From an optimization exercise on the open Yosys and OpenROAD flow, aimed at small area, a short achievable clock period and few clock cycles; shortcuts taken in it are not production practice.
Only simulation tests tie the RTL to the original design; equivalence was not proved.
The clock port is modelled as an ideal driver; clocking choices that lean on that would not hold on a real chip.

Design tpu_tiled_core, start of the top module:
module tpu_tiled_core #(
  parameter int ARRAY_DIM = tpu_pkg::D_DEF,
  parameter int DATA_W    = tpu_pkg::DATA_W_DEF,
  parameter int ACC_W     = tpu_pkg::ACC_W_DEF,
  parameter int ADDR_W    = 8,
  parameter int DIM_W     = 4
) (
  input  logic                          clk,
  input  logic                          rst,
  input  logic                          start,
  input  logic [DIM_W-1:0]              m,
  input  logic [DIM_W-1:0]              n,
  input  logic [DIM_W-1:0]              k,
  output logic                          busy,
  output logic                          done,
  output logic [ADDR_W-1:0]             a_index,
  input  logic [ARRAY_DIM*DATA_W-1:0]   a_rdata,
  output logic [ADDR_W-1:0]             b_index,
  input  logic [ARRAY_DIM*DATA_W-1:0]   b_rdata,
  output logic                          o_wr_en,
  output logic [ADDR_W-1:0]             o_index,
  output logic [ARRAY_DIM*ACC_W-1:0]    o_wdata
);
  logic       busy_q, idle_q, done_q, iss_q, first_q;
  logic [3:0] k_q, m_q, x_q, rows_q, ncol_q;
  logic [1:0] lane_q;
  logic [7:0] a_idx_q, b_idx_q, o_idx_q, a_add, b_add;
  logic       s1_first, s1_last;
  logic [1:0] s1_lane;
  logic [2:0] s1_cm;
  logic       s2_first, s2_last;
  logic [2:0] s2_p1, s2_p2, s2_ng, p1_d, p2_d, ng_d;
  logic [1:0] s2_e;
  logic [2:0] s2_p1n, s2_p2n, s2_ngn;
  logic       s3_firstn;
  logic [7:0] a_sel;
  logic [7:0] s2_b [4];
  logic       s3_first, s3_last;
  logic       wr_q, fin;
  logic [7:0] acc [4];
  logic accept, row_end, last_row, last_tn, final_rd;
  ...
export LEC_CHECK = 0
export CAP_MARGIN = 20
export CORE_MARGIN = 2
export CORE_UTILIZATION = 40
export SLEW_MARGIN = 75
create_clock -name core_clock -period 10.0 [get_ports {clk}]
standard.sh (not shown) runs the stock make flow with config.mk's settings and CLKGATE_MAP_FILE= SYNTH_SCRIPT=/design/flow/synth_recipe.tcl, a recipe that flattens the netlist after the stock synthesis.
==> flow/flow/run.sh <==
#!/bin/bash
# Layout flow: the standard flow (standard.sh) in two calls.
#  1. synthesis, unchanged: bash standard.sh synth
#  2. the remaining steps, with these changes to how the layout is made:
#     - the port buffers that the standard flow puts on every input and output are buf_1
#       cells (flow/upsize_out.tcl makes the output ones buf_2 after CTS);
#     - the delay cells (clkdlybuf4s*, dlygate4sd*, dlymetal6s*) are added to the
#       platform's don't-use list, so the resizer's repair buffers are plain buffers;
#     - CTS builds the tree from a clkbuf_16 root and clkbuf_8 cells, with sink clusters
#       of up to 60 sinks and 150 um, and inserts no dummy loads;
#     - after CTS, flow/upsize_out.tcl gives each flip-flop that drives an output port
#       buffer its _2 drive strength (same cell type) and legalizes the placement.
# Each call's full output goes to its own log in this folder; ORFS keeps its per-step
# logs under orfs/logs/.
set -euo pipefail
bash standard.sh synth > flow_synth.log 2>&1
BASE=$(make -s -C "$FLOW_HOME" DESIGN_CONFIG="$PWD/config.mk" WORK_HOME="$PWD/orfs" \
  print-DONT_USE_CELLS | sed -n 's/^DONT_USE_CELLS: //p')
if [[ -z "$BASE" ]]; then
  echo "could not read the platform's DONT_USE_CELLS" >&2
  exit 1
fi
SLOW=""
for c in clkdlybuf4s15_1 clkdlybuf4s15_2 clkdlybuf4s18_1 clkdlybuf4s18_2 clkdlybuf4s25_1 \
         clkdlybuf4s25_2 clkdlybuf4s50_1 clkdlybuf4s50_2 dlygate4sd1_1 dlygate4sd2_1 \
         dlygate4sd3_1 dlymetal6s2s_1 dlymetal6s4s_1 dlymetal6s6s_1; do
  SLOW="$SLOW sky130_fd_sc_hd__$c"
done
CTS="-sink_clustering_enable -repair_clock_nets -sink_clustering_size 60"
CTS="$CTS -sink_clustering_max_diameter 150 -buf_list sky130_fd_sc_hd__clkbuf_8"
CTS="$CTS -root_buf sky130_fd_sc_hd__clkbuf_16"
CTS="$CTS -dont_use_dummy_load"
bash standard.sh "DONT_USE_CELLS=$BASE$SLOW" \
  "BUFFER_PORTS_ARGS=-buffer_cell sky130_fd_sc_hd__buf_1" \
  "CTS_ARGS=$CTS" "POST_CTS_TCL=$PWD/flow/upsize_out.tcl" finish > flow_layout.log 2>&1
Other scripts of this flow, unchanged in this note and not shown: flow/flow/upsize_out.tcl
Testbench counts at the start, summed over its fixed seeds: cycles 20,343.
Next try:
--- a/flow/flow/run.sh
+++ b/flow/flow/run.sh
@@ -9,2 +9,2 @@
-#     - CTS builds the tree from a clkbuf_16 root and clkbuf_8 cells, with sink clusters
-#       of up to 60 sinks and 150 um, and inserts no dummy loads;
+#     - CTS builds the tree from clkbuf_8 cells, with sink clusters of up to 60 sinks
+#       and 150 um, and inserts no dummy loads;
@@ -31 +30,0 @@
-CTS="$CTS -root_buf sky130_fd_sc_hd__clkbuf_16"
The new run went through all stages and came out clean.
Global-route usage stays flat.
Critical path depth stays the same.
Sequential share of layout area stays flat.
Fmax went down by a few percent.
Worst setup slack degrades by 0.072 ns.
Utilization barely changes.
Die area does not change.

static timing again, ports no longer ideal:
How much do the figures lean on ideal ports? The routed layouts below were timed once more, with nothing changed but the port constraints. Step 1, drivers: a clkbuf_16 drives clk and a buf_2 each remaining input, both assumed. Step 2 moves the port delays by t, midway between the first and last clock arrival at a register: inputs arrive t later, outputs are due t later. That takes back most of the time a late clock gives input paths. Slacks: ideal / step 1 / step 2; pairs: ideal / step 1.
run | t, ns | setup WS [ns] | hold WS [ns] | latest minus earliest clock arrival (ns) | worst register clock-pin slew, ns
the first run | 0.417 | 7.054 / 7.009 / 6.727 | 0.327 / 0.327 / 0.327 | 0.036 / 0.036 | 0.10 / 0.10
the second run | 0.484 | 6.982 / 6.942 / 6.725 | 0.327 / 0.327 / 0.327 | 0.038 / 0.037 | 0.10 / 0.10
After both steps every run listed still meets setup and hold. The setup slack of the first run, which loses most, moves by -0.045 ns with the drivers and by -0.327 ns with both steps.
